Source: an optimization exercise on an open RTL-to-GDS flow (aim: a short achievable clock period and few clock cycles). Production flows keep margins and buffers that such runs may drop. Function was checked by simulation only, so behaviour that the tests miss may differ from the original. No activity file was given, so power comes from the tool's default toggle rates.

File: run.sh
#!/bin/bash
# synth_recipe.tcl (not shown) runs the flow's synth.tcl, then flattens the netlist and writes it again
# the make line also repeats each setting of config.mk as NAME=value (left out here)
make -C /OpenROAD-flow-scripts/flow DESIGN_CONFIG=/design/flow/config.mk WORK_HOME=/design/flow/orfs CLKGATE_MAP_FILE= SYNTH_SCRIPT=/design/flow/synth_recipe.tcl finish
File: config.mk
export PLATFORM = sky130hd
export DESIGN_NAME = l2_ctrl_top
export DESIGN_NICKNAME = l2_ctrl_top
export VERILOG_FILES = /design/flow/design.v
export SDC_FILE = /design/flow/constraint.sdc
export NUM_CORES = 4
export LEC_CHECK = 0
export CAP_MARGIN = 20
export CORE_MARGIN = 2
export CORE_UTILIZATION = 40
export SETUP_SLACK_MARGIN = 0.2
export SLEW_MARGIN = 20
File: constraint.sdc
create_clock -name core_clock -period 5.5 [get_ports {clk}]
set_input_delay 1.1000 -clock core_clock [delete_from_list [all_inputs] [get_ports {clk}]]
set_output_delay 1.1000 -clock core_clock [all_outputs]
set_load 0.01 [all_outputs]
File: design.v
`timescale 1ns/100ps
package l2_cfg_pkg;
    localparam int L2_SETS        = 16;
    localparam int L2_SET_BITS    = 4;
    localparam int L2_WAYS        = 4;
    localparam int L2_WAY_BITS    = 2;
    localparam int OFFSET_BITS    = 4;                             
    localparam int ADDR_BITS      = 16;
    localparam int LINE_ADDR_BITS = ADDR_BITS - OFFSET_BITS;       
    localparam int L2_TAG_BITS    = LINE_ADDR_BITS - L2_SET_BITS;  
    typedef logic [L2_SET_BITS-1:0]    l2_set_t;
    typedef logic [L2_WAY_BITS-1:0]    l2_way_t;
    typedef logic [L2_TAG_BITS-1:0]    l2_tag_t;
    typedef logic [LINE_ADDR_BITS-1:0] line_addr_t;
    typedef logic [OFFSET_BITS-1:0]    offset_t;
    typedef struct packed {
        l2_tag_t tag;
        l2_set_t set;
        offset_t offset;
    } addr_fields_t;
    typedef struct packed {
        line_addr_t line_addr;
        offset_t    offset;
    } addr_line_t;
    typedef union packed {
        addr_fields_t f;
        addr_line_t   l;
    } addr_u;
endpackage
`timescale 1ns/100ps
package l2_coh_pkg;
    typedef enum logic [1:0] {
        INVALID   = 2'b00,
        SHARED    = 2'b01,
        EXCLUSIVE = 2'b10,
        MODIFIED  = 2'b11
    } state_t;
    typedef enum logic [1:0] {
        READ        = 2'b00,
        READ_ATOMIC = 2'b01,
        WRITE       = 2'b10
    } cpu_msg_t;
    typedef enum logic [1:0] {
        REQ_S = 2'b00,
        REQ_E = 2'b01,
        REQ_M = 2'b10
    } coh_msg_t;
endpackage
`timescale 1ns/100ps
module l2_tag_store
(
    input  logic       clk,
    input  logic       rst,
    input  l2_cfg_pkg::l2_set_t    set_i,
    input  logic       wr_en_i,
    input  l2_cfg_pkg::l2_way_t    wr_way_i,        
    input  logic [1:0] wr_state_i,
    input  l2_cfg_pkg::l2_tag_t    wr_tag_i,
    input  l2_cfg_pkg::l2_tag_t    lookup_tag_i,
    output logic       hit_o,
    output l2_cfg_pkg::l2_way_t    hit_way_o,
    output logic [1:0] hit_state_o,
    output logic       empty_found_o,
    output l2_cfg_pkg::l2_way_t    empty_way_o,
    output l2_cfg_pkg::l2_tag_t    way_tag_o        
);
    l2_coh_pkg::state_t  states [l2_cfg_pkg::L2_SETS][l2_cfg_pkg::L2_WAYS];
    l2_cfg_pkg::l2_tag_t tags   [l2_cfg_pkg::L2_SETS][l2_cfg_pkg::L2_WAYS];
    always_ff @(posedge clk or negedge rst) begin
        if (!rst) begin
            for (int s = 0; s < l2_cfg_pkg::L2_SETS; s++) begin
                for (int w = 0; w < l2_cfg_pkg::L2_WAYS; w++) begin
                    states[s][w] <= l2_coh_pkg::INVALID;
                end
            end
        end else if (wr_en_i) begin
            if (wr_state_i == l2_coh_pkg::INVALID) begin
                for (int w = 0; w < l2_cfg_pkg::L2_WAYS; w++) begin
                    states[set_i][w] <= l2_coh_pkg::INVALID;  
                end
            end else begin
                states[set_i][wr_way_i] <= l2_coh_pkg::state_t'(wr_state_i);
            end
        end
    end
    always_ff @(posedge clk) begin
        if (wr_en_i) begin
            tags[set_i][wr_way_i] <= wr_tag_i;
        end
    end
    always_comb begin
        hit_o         = 1'b0;
        hit_way_o     = '0;
        hit_state_o   = l2_coh_pkg::INVALID;
        empty_found_o = 1'b0;
        empty_way_o   = '0;
        for (int w = 0; w < l2_cfg_pkg::L2_WAYS; w++) begin
            if (states[set_i][w] != l2_coh_pkg::INVALID && tags[set_i][w] == lookup_tag_i) begin
                hit_o       = 1'b1;
                hit_way_o   = l2_cfg_pkg::L2_WAY_BITS'(w);
                hit_state_o = states[set_i][w];
            end
        end
        for (int w = l2_cfg_pkg::L2_WAYS - 1; w >= 0; w--) begin
            if (states[set_i][w] == l2_coh_pkg::INVALID) begin
                empty_found_o = 1'b1;
                empty_way_o   = l2_cfg_pkg::L2_WAY_BITS'(w);  
            end
        end
    end
    assign way_tag_o = tags[set_i][wr_way_i];
endmodule
`timescale 1ns/100ps
module l2_sweep_counter
(
    input  logic    clk,
    input  logic    rst,
    input  logic    sweep_en_i,
    input  logic    victim_adv_i,
    output l2_cfg_pkg::l2_set_t sweep_set_o,
    output logic    sweep_last_o,
    output l2_cfg_pkg::l2_way_t victim_way_o
);
    l2_cfg_pkg::l2_set_t sweep_set;
    l2_cfg_pkg::l2_way_t victim_way;
    always_ff @(posedge clk or negedge rst) begin
        if (!rst) begin
            sweep_set <= '0;
        end else if (sweep_en_i) begin
            sweep_set <= sweep_set + 1'b1;
        end
    end
    always_ff @(posedge clk or negedge rst) begin
        if (!rst) begin
            victim_way <= '0;
        end else if (victim_adv_i) begin
            if (victim_way == l2_cfg_pkg::L2_WAY_BITS'(l2_cfg_pkg::L2_WAYS - 1)) begin
                victim_way <= '0;
            end else begin
                victim_way <= victim_way + 1'b1;
            end
        end
    end
    assign sweep_set_o  = sweep_set;
    assign sweep_last_o = (sweep_set == l2_cfg_pkg::L2_SET_BITS'(l2_cfg_pkg::L2_SETS - 1));
    assign victim_way_o = victim_way;
endmodule
`timescale 1ns/100ps
module l2_ctrl_fsm
(
    input  logic       clk,
    input  logic       rst,
    output l2_cfg_pkg::l2_set_t    arr_set_o,
    output logic       arr_wr_en_o,
    output l2_cfg_pkg::l2_way_t    arr_wr_way_o,
    output logic [1:0] arr_wr_state_o,
    output l2_cfg_pkg::l2_tag_t    arr_wr_tag_o,
    output l2_cfg_pkg::l2_tag_t    arr_lookup_tag_o,
    input  logic       arr_hit_i,
    input  l2_cfg_pkg::l2_way_t    arr_hit_way_i,
    input  logic [1:0] arr_hit_state_i,
    input  logic       arr_empty_found_i,
    input  l2_cfg_pkg::l2_way_t    arr_empty_way_i,
    input  l2_cfg_pkg::l2_tag_t    arr_way_tag_i,
    input  l2_cfg_pkg::l2_set_t    sweep_set_i,
    input  logic       sweep_last_i,
    input  l2_cfg_pkg::l2_way_t    victim_way_i,
    output logic       sweep_en_o,
    output logic       victim_adv_o,
    input  logic       cpu_req_valid_i,
    input  l2_coh_pkg::cpu_msg_t   cpu_req_msg_i,
    input  l2_cfg_pkg::addr_u      cpu_req_addr_i,
    output logic       cpu_req_ready_o,
    input  logic       rd_rsp_ready_i,
    output logic       rd_rsp_valid_o,
    output l2_cfg_pkg::line_addr_t rd_rsp_addr_o,
    input  logic       req_out_ready_i,
    output logic       req_out_valid_o,
    output l2_coh_pkg::coh_msg_t   req_out_msg_o,
    output l2_cfg_pkg::line_addr_t req_out_addr_o,
    input  logic       inval_ready_i,
    output logic       inval_valid_o,
    output l2_cfg_pkg::line_addr_t inval_addr_o
);
    typedef enum logic [3:0] {
        RESET, DECODE, TAG_LOOKUP, READ_EM, READ_HIT,
        UPGRADE_S, WRITE_EM, EMPTY_WAY, EVICT
    } fsm_state_t;
    fsm_state_t state, next_state;
    l2_coh_pkg::cpu_msg_t   req_msg_q;
    l2_cfg_pkg::addr_u      req_addr_q;
    l2_cfg_pkg::l2_way_t    way_q;
    l2_cfg_pkg::l2_tag_t    victim_tag_q;
    logic [1:0] ready_bits;      
    l2_coh_pkg::state_t     hit_st;
    logic       hit_em;
    logic       evict_done;
    logic       action_done;
    l2_coh_pkg::state_t     fill_state;
    l2_coh_pkg::coh_msg_t   fill_msg;
    always_ff @(posedge clk or negedge rst) begin
        if (!rst) begin
            state <= RESET;
        end else begin
            state <= next_state;
        end
    end
    always_ff @(posedge clk) begin
        if (cpu_req_valid_i && cpu_req_ready_o) begin
            req_msg_q  <= cpu_req_msg_i;
            req_addr_q <= cpu_req_addr_i;
        end
        if (state == TAG_LOOKUP) begin
            if (arr_hit_i) begin
                way_q <= arr_hit_way_i;
            end else if (arr_empty_found_i) begin
                way_q <= arr_empty_way_i;
            end else begin
                way_q <= victim_way_i;
            end
            victim_tag_q <= arr_way_tag_i;
        end
    end
    always_ff @(posedge clk or negedge rst) begin
        if (!rst) begin
            ready_bits <= '0;
        end else if (state == DECODE) begin
            ready_bits <= '0;
        end else if (state == EVICT) begin
            if (inval_valid_o && inval_ready_i) begin
                ready_bits[0] <= 1'b1;
            end
            if (req_out_valid_o && req_out_ready_i) begin
                ready_bits[1] <= 1'b1;
            end
        end
    end
    assign hit_st     = l2_coh_pkg::state_t'(arr_hit_state_i);
    assign hit_em     = (hit_st == l2_coh_pkg::EXCLUSIVE) || (hit_st == l2_coh_pkg::MODIFIED);
    assign evict_done = (ready_bits[0] || inval_ready_i) && (ready_bits[1] || req_out_ready_i);
    always_comb begin
        case (req_msg_q)
            l2_coh_pkg::READ_ATOMIC: begin
                fill_state = l2_coh_pkg::EXCLUSIVE;
                fill_msg   = l2_coh_pkg::REQ_E;
            end
            l2_coh_pkg::WRITE: begin
                fill_state = l2_coh_pkg::MODIFIED;
                fill_msg   = l2_coh_pkg::REQ_M;
            end
            default: begin
                fill_state = l2_coh_pkg::SHARED;
                fill_msg   = l2_coh_pkg::REQ_S;
            end
        endcase
    end
    always_comb begin
        next_state = state;
        case (state)
            RESET: begin
                if (sweep_last_i) begin
                    next_state = DECODE;
                end
            end
            DECODE: begin
                if (cpu_req_valid_i) begin
                    next_state = TAG_LOOKUP;
                end
            end
            TAG_LOOKUP: begin
                if (arr_hit_i) begin
                    if (req_msg_q == l2_coh_pkg::READ) begin
                        next_state = READ_HIT;
                    end else if (hit_em) begin
                        next_state = (req_msg_q == l2_coh_pkg::READ_ATOMIC) ? READ_EM : WRITE_EM;
                    end else begin
                        next_state = UPGRADE_S;
                    end
                end else if (arr_empty_found_i) begin
                    next_state = EMPTY_WAY;
                end else begin
                    next_state = EVICT;
                end
            end
            READ_HIT, READ_EM: begin
                if (rd_rsp_ready_i) begin
                    next_state = DECODE;
                end
            end
            UPGRADE_S, EMPTY_WAY: begin
                if (req_out_ready_i) begin
                    next_state = DECODE;
                end
            end
            WRITE_EM: begin
                next_state = DECODE;
            end
            EVICT: begin
                if (evict_done) begin
                    next_state = DECODE;
                end
            end
            default: begin
                next_state = RESET;
            end
        endcase
    end
    assign action_done = (state == READ_EM && rd_rsp_ready_i)
                      || (state == UPGRADE_S && req_out_ready_i)
                      || (state == WRITE_EM)
                      || (state == EMPTY_WAY && req_out_ready_i)
                      || (state == EVICT && evict_done);
    assign arr_set_o        = (state == RESET) ? sweep_set_i : req_addr_q.f.set;
    assign arr_lookup_tag_o = req_addr_q.f.tag;
    assign arr_wr_tag_o     = req_addr_q.f.tag;
    assign arr_wr_way_o     = (state == TAG_LOOKUP) ? victim_way_i : way_q;
    assign arr_wr_en_o      = (state == RESET) || action_done;
    always_comb begin
        if (state == RESET) begin
            arr_wr_state_o = l2_coh_pkg::INVALID;
        end else if (state == EMPTY_WAY || state == EVICT) begin
            arr_wr_state_o = fill_state;
        end else begin
            arr_wr_state_o = l2_coh_pkg::MODIFIED;  
        end
    end
    assign sweep_en_o      = (state == RESET);
    assign victim_adv_o    = (state == EVICT) && evict_done;
    assign cpu_req_ready_o = (state == DECODE);
    assign rd_rsp_valid_o  = (state == READ_HIT) || (state == READ_EM);
    assign req_out_valid_o = (state == UPGRADE_S) || (state == EMPTY_WAY)
                          || (state == EVICT && !ready_bits[1]);
    assign inval_valid_o   = (state == EVICT) && !ready_bits[0];
    assign rd_rsp_addr_o  = req_addr_q.l.line_addr;
    assign req_out_addr_o = req_addr_q.l.line_addr;
    assign req_out_msg_o  = (state == UPGRADE_S) ? l2_coh_pkg::REQ_M : fill_msg;
    assign inval_addr_o   = {victim_tag_q, req_addr_q.f.set};
endmodule
`timescale 1ns/100ps
module l2_ctrl_top
(
    input  logic       clk,
    input  logic       rst,
    input  logic       cpu_req_valid_i,
    input  logic [1:0] cpu_req_msg_i,     
    input  logic [15:0] cpu_req_addr_i,   
    output logic       cpu_req_ready_o,
    output logic       rd_rsp_valid_o,
    output logic [11:0] rd_rsp_addr_o,
    input  logic       rd_rsp_ready_i,
    output logic       req_out_valid_o,
    output logic [1:0] req_out_msg_o,     
    output logic [11:0] req_out_addr_o,
    input  logic       req_out_ready_i,
    output logic       inval_valid_o,
    output logic [11:0] inval_addr_o,
    input  logic       inval_ready_i
);
    logic    sweep_en;
    logic    victim_adv;
    l2_cfg_pkg::l2_set_t sweep_set;
    logic    sweep_last;
    l2_cfg_pkg::l2_way_t victim_way;
    l2_cfg_pkg::l2_set_t    arr_set;
    logic       arr_wr_en;
    l2_cfg_pkg::l2_way_t    arr_wr_way;
    logic [1:0] arr_wr_state;
    l2_cfg_pkg::l2_tag_t    arr_wr_tag;
    l2_cfg_pkg::l2_tag_t    arr_lookup_tag;
    logic       arr_hit;
    l2_cfg_pkg::l2_way_t    arr_hit_way;
    logic [1:0] arr_hit_state;
    logic       arr_empty_found;
    l2_cfg_pkg::l2_way_t    arr_empty_way;
    l2_cfg_pkg::l2_tag_t    arr_way_tag;
    l2_tag_store store_i (
        .clk   (clk),
        .rst   (rst),
        .set_i         (arr_set),
        .wr_en_i       (arr_wr_en),
        .wr_way_i      (arr_wr_way),
        .wr_state_i    (arr_wr_state),
        .wr_tag_i      (arr_wr_tag),
        .lookup_tag_i  (arr_lookup_tag),
        .hit_o         (arr_hit),
        .hit_way_o     (arr_hit_way),
        .hit_state_o   (arr_hit_state),
        .empty_found_o (arr_empty_found),
        .empty_way_o   (arr_empty_way),
        .way_tag_o     (arr_way_tag)
    );
    l2_sweep_counter counter_i (
        .clk          (clk),
        .rst          (rst),
        .sweep_en_i   (sweep_en),
        .victim_adv_i (victim_adv),
        .sweep_set_o  (sweep_set),
        .sweep_last_o (sweep_last),
        .victim_way_o (victim_way)
    );
    l2_ctrl_fsm fsm_i (
        .clk             (clk),
        .rst             (rst),
        .arr_set_o        (arr_set),
        .arr_wr_en_o      (arr_wr_en),
        .arr_wr_way_o     (arr_wr_way),
        .arr_wr_state_o   (arr_wr_state),
        .arr_wr_tag_o     (arr_wr_tag),
        .arr_lookup_tag_o (arr_lookup_tag),
        .arr_hit_i        (arr_hit),
        .arr_hit_way_i    (arr_hit_way),
        .arr_hit_state_i  (arr_hit_state),
        .arr_empty_found_i (arr_empty_found),
        .arr_empty_way_i  (arr_empty_way),
        .arr_way_tag_i    (arr_way_tag),
        .sweep_set_i     (sweep_set),
        .sweep_last_i    (sweep_last),
        .victim_way_i    (victim_way),
        .sweep_en_o      (sweep_en),
        .victim_adv_o    (victim_adv),
        .cpu_req_valid_i (cpu_req_valid_i),
        .cpu_req_msg_i   (l2_coh_pkg::cpu_msg_t'(cpu_req_msg_i)),
        .cpu_req_addr_i  (l2_cfg_pkg::addr_u'(cpu_req_addr_i)),
        .cpu_req_ready_o (cpu_req_ready_o),
        .rd_rsp_ready_i  (rd_rsp_ready_i),
        .rd_rsp_valid_o  (rd_rsp_valid_o),
        .rd_rsp_addr_o   (rd_rsp_addr_o),
        .req_out_ready_i (req_out_ready_i),
        .req_out_valid_o (req_out_valid_o),
        .req_out_msg_o   (req_out_msg_o),
        .req_out_addr_o  (req_out_addr_o),
        .inval_ready_i   (inval_ready_i),
        .inval_valid_o   (inval_valid_o),
        .inval_addr_o    (inval_addr_o)
    );
endmodule
==> results.txt <==
## final cells by class
| cell class | instances | area share (%) |
|---|---|---|
| sequential | 676 | 48.88 |
| timing repair buffer | 327 | 7.180 |
| inverter | 44 | 0.4119 |
| multi-input combinational | 1654 | 33.53 |
| tap | 1144 | 3.570 |
| clock buffer | 94 | 4.933 |
| clock inverter | 45 | 1.485 |
| antenna | 1 | 0.006241 |
## sequential cells by signal (all words and copies together), names as in the netlist
signal                flops
fsm_i.ready_bits          2
store_i.states          128
counter_i.victim_way      2
fsm_i.req_addr_q         12
fsm_i.victim_tag_q        8
fsm_i.state               4
fsm_i.way_q               2
fsm_i.req_msg_q           2
store_i.tags            512
counter_i.sweep_set       4
## per-stage QoR
stage                     instance area, um^2  hold slack, ns  worst slack, ns  instances  util (%)
after detailed placement                37430          0.4879           0.3736       3838     44.03
after global routing                    40100          0.3749           0.2554       3984     47.16
final                                   40100          0.3593           0.2302       3985     47.17
after floorplan                         34210          0.4651            1.507       2584         -
after global placement                  37430          0.4842           0.3880       3838     44.03
after CTS                               40000          0.5003           0.3291       3977     47.06
## worst max-delay path: stages, from the launching register on
cell and delay [ns]:
dfrtp_1 0.59, o41a_2 0.60, a21oi_4 0.52, buf_4 0.43
nand2_1 0.46, o22ai_1 0.49, nor4_1 0.17, xnor2_1 0.17
nor4_2 0.61, nand3_1 0.14, mux2_4 0.30, a21o_1 0.25
nand4bb_1 0.23, a31oi_1 0.19
## metal layers
layer / up-vias / part of all wire, %
met2: 2112 / 43
met3: 423 / 13
met1: 13190 / 37
li1: 10450 / -
met4: 2 / 6.3
met5: - / 0.0097
## report_power, final
group | total, mW | leakage [nW] | internal, mW | switching [mW]
combinational | 10.9 | 6.67 | 4.12 | 6.82
sequential | 6.80 | 6.63 | 6.31 | 0.490
clock | 5.30 | 1.24 | 3.03 | 2.26
## worst min-delay path by stage
stage                                           start                           endpoint  cells after the start
finish                                            rst  store_i.states[44][1]$_DFFE_PN0P_                      1
global route                                      rst  store_i.states[44][1]$_DFFE_PN0P_                      1
CTS                 store_i.states[40][0]$_DFFE_PN0P_  store_i.states[40][0]$_DFFE_PN0P_                      1
detailed placement  store_i.states[40][0]$_DFFE_PN0P_  store_i.states[40][0]$_DFFE_PN0P_                      1
global placement    store_i.states[40][0]$_DFFE_PN0P_  store_i.states[40][0]$_DFFE_PN0P_                      1
floorplan           store_i.states[30][1]$_DFFE_PN0P_  store_i.states[30][1]$_DFFE_PN0P_                      1
## layout by cell type, fill, tap and decap left out, types with 9 or more instances in the layout
cell	netlist	layout
mux2_2	138	138
mux2i_1	154	149
xnor2_1	23	23
a31oi_1	9	9
a32oi_1	37	37
dfrtp_1	140	139
nor3_1	18	18
a22o_1	33	33
nand4_1	14	14
nor2_1	136	136
clkinv_2	0	13
a21oi_1	96	92
buf_4	26	245
inv_1	44	44
buf_12	0	20
clkbuf_16	0	75
nand2_1	341	341
nand3b_1	9	9
mux4_2	134	134
clkbuf_1	91	16
bufinv_16	0	9
nand2b_1	22	22
a2111oi_0	9	9
a22oi_1	37	37
edfxtp_1	536	536
o21ai_0	23	23
clkdlybuf4s50_1	0	60
and3_1	20	20
a211oi_1	77	77
nand3_1	84	84
o22ai_1	50	49
nor4_1	23	22
## Yosys cell counts, types with 23 or more instances
master | n | area, um^2
nand2_1 | 341 | 1280
buf_2 | 45 | 225.2
o22ai_1 | 50 | 312.8
a32oi_1 | 37 | 324.1
a21oi_1 | 96 | 480.5
a211oi_1 | 77 | 578.1
nand3_1 | 84 | 420.4
inv_1 | 44 | 165.2
buf_4 | 26 | 195.2
nor2_1 | 136 | 510.5
mux4_2 | 134 | 3018
a22oi_1 | 37 | 277.8
o21ai_0 | 23 | 115.1
clkbuf_1 | 91 | 341.6
mux2_2 | 138 | 1554
buf_6 | 27 | 304.0
nor4_1 | 23 | 143.9
a22o_1 | 33 | 289.0
dfrtp_1 | 140 | 3503
edfxtp_1 | 536 | 16100
xnor2_1 | 23 | 201.4
mux2i_1 | 154 | 1541
## repair_timing
action | CTS | global route
endpoints found under the hold margin | 0 | 0
hold buffers | 0 | 0
setup endpoints to repair | 0 | 3
setup buffers | 0 | 5
gates resized for setup | 0 | 1
## cell families (layout without fill, tap and decap cells)
logic type,count (synthesis),after routing,share of synthesized area [%]
AND/OR/NAND/NOR,726,727,9.841
flip-flops,676,676,57.28
AO/OA/AOI/OAI,450,450,9.490
multiplexers,441,441,18.57
buffers and inverters,255,510,3.840
XOR/XNOR,31,31,0.7936
adder cells (fa/ha/maj),5,5,0.1828
other,0,1,0
==> results.txt <==
crit path launch type flop; Final setup viols 0; antenna violations before repair 5; r2r setup slk 0.23 ns; CTS H-Tree Depth 3; Post-Syn Nets 2613; Worst Skew 0.05444 ns; Slew HR 27.27%; CP Data Arrival Time 5.84 ns; number of synthesized flops with an enable pin 536; via count 26180; Filler cells 7458; M3 GR Usage 9.295%; first-pass GRT wire length 188.0 mm; Sink Count 676; Reg2Reg Depth 13; global routing's busiest layer met2; CTS tree done; die height 296.5 um; DRT Pass-1 Iters 8; post-synthesis area per instance 13.24 um^2; synthesized area 0.03421 mm^2; # rows 107; Max Cap Viol 0; antenna-violating nets left 0; detailed-route wire length per cell 33.66 um; asr flop ratio synth 20.71%; I/O Buffers 61; gr usage total 30.32%; worst r2r src fsm_i.state[2]$_DFFE_PN0P_; RD Place Congestion 1.023; Critical Path Start fsm_i.state[2]$_DFFE_PN0P_; CP Max Fanout 24; final slew viol count 0; synthesized instance count 2584; P_leak 14.54 nW; register area share after synthesis 57.28%; Synth Register Bits 676; worst path required time 6.07 ns; Peak VDD IR 389.5 uV; Global Route met1 Usage 39.82%; CTS Root Buffer Type clkbuf_16; crit path to fsm_i.state[1]$_DFFE_PN0P_; die width 296.5 um; starting density of the core 40.25%; RSZ-0062 raised after global routing false; CP Capture Type flop; multi-input logic area 0.01345 mm^2; fmax 189.8 MHz; Initial DRC Count 4496; area of the core 0.08501 mm^2; Netlist cell types 83; Critical R2R Capture fsm_i.state[1]$_DFFE_PN0P_; layout cell share with drive strength beyond 1 25.04%; GR Layer Usage met2 45.08%; CTS Buf Count 75; nets@finish 2807; total routed wirelength 134.1 mm; Overflow after GRT 0; post-DP HPWL 94.16 mm; final critical-path share of the clock period 95.81%; vias per cell 6.568; Hold/Removal Path Class input port to asynchronous set/reset pin; DRC 0; clk buf depth 3; PwrDens 574.5 mW/mm^2; min Tclk post-route 5.270 ns; CP Class flop to flop; synth warn 4; clock slew at reported path FFs 0.06 ns; ys flop type edfxtp_1; vias in the first global route 25340; Reg area 0.01960 mm^2; largest net degree at the start of global routing 109; Slew @ Worst Pin 1.091 ns; Die Area 0.08789 mm^2; total power 23.04 mW; final hold violations 0; status complete, no violations; Area growth, synth to finish 17.20%; Top Ports 66; setup TNS 0 ns; Worst-Skew Late Latency 0.66 ns
Testbench counts, summed over its fixed seeds: cycles 14,524.

-- what the ideal ports hide --
The results above use ideal ports. As a check the final layout listed here was re-extracted and re-timed, cells and wires unchanged. Step 1 sets driving cells, clkbuf_16 on the clock port and buf_2 on the other inputs (assumed; they add their load-dependent delay and slew). Step 2 also shifts input and output timing later by t, the mid clock arrival at the registers, as if the neighbouring blocks saw the same clock. Three values: no drivers, after step 1, after step 2; two values: the first two.
shift t [ns]: 0.701
setup slack, ns: 0.230 / 0.230 / 0.230
hold WS [ns]: 0.359 / 0.332 / 0.498
latest minus earliest clock arrival (ns): 0.056 / 0.056
worst slew at a driven data input, ns: 0.04
After both steps this run still meets setup and hold. The setup slack of this run moves by 0.000 ns with the drivers and by 0.000 ns with both steps.
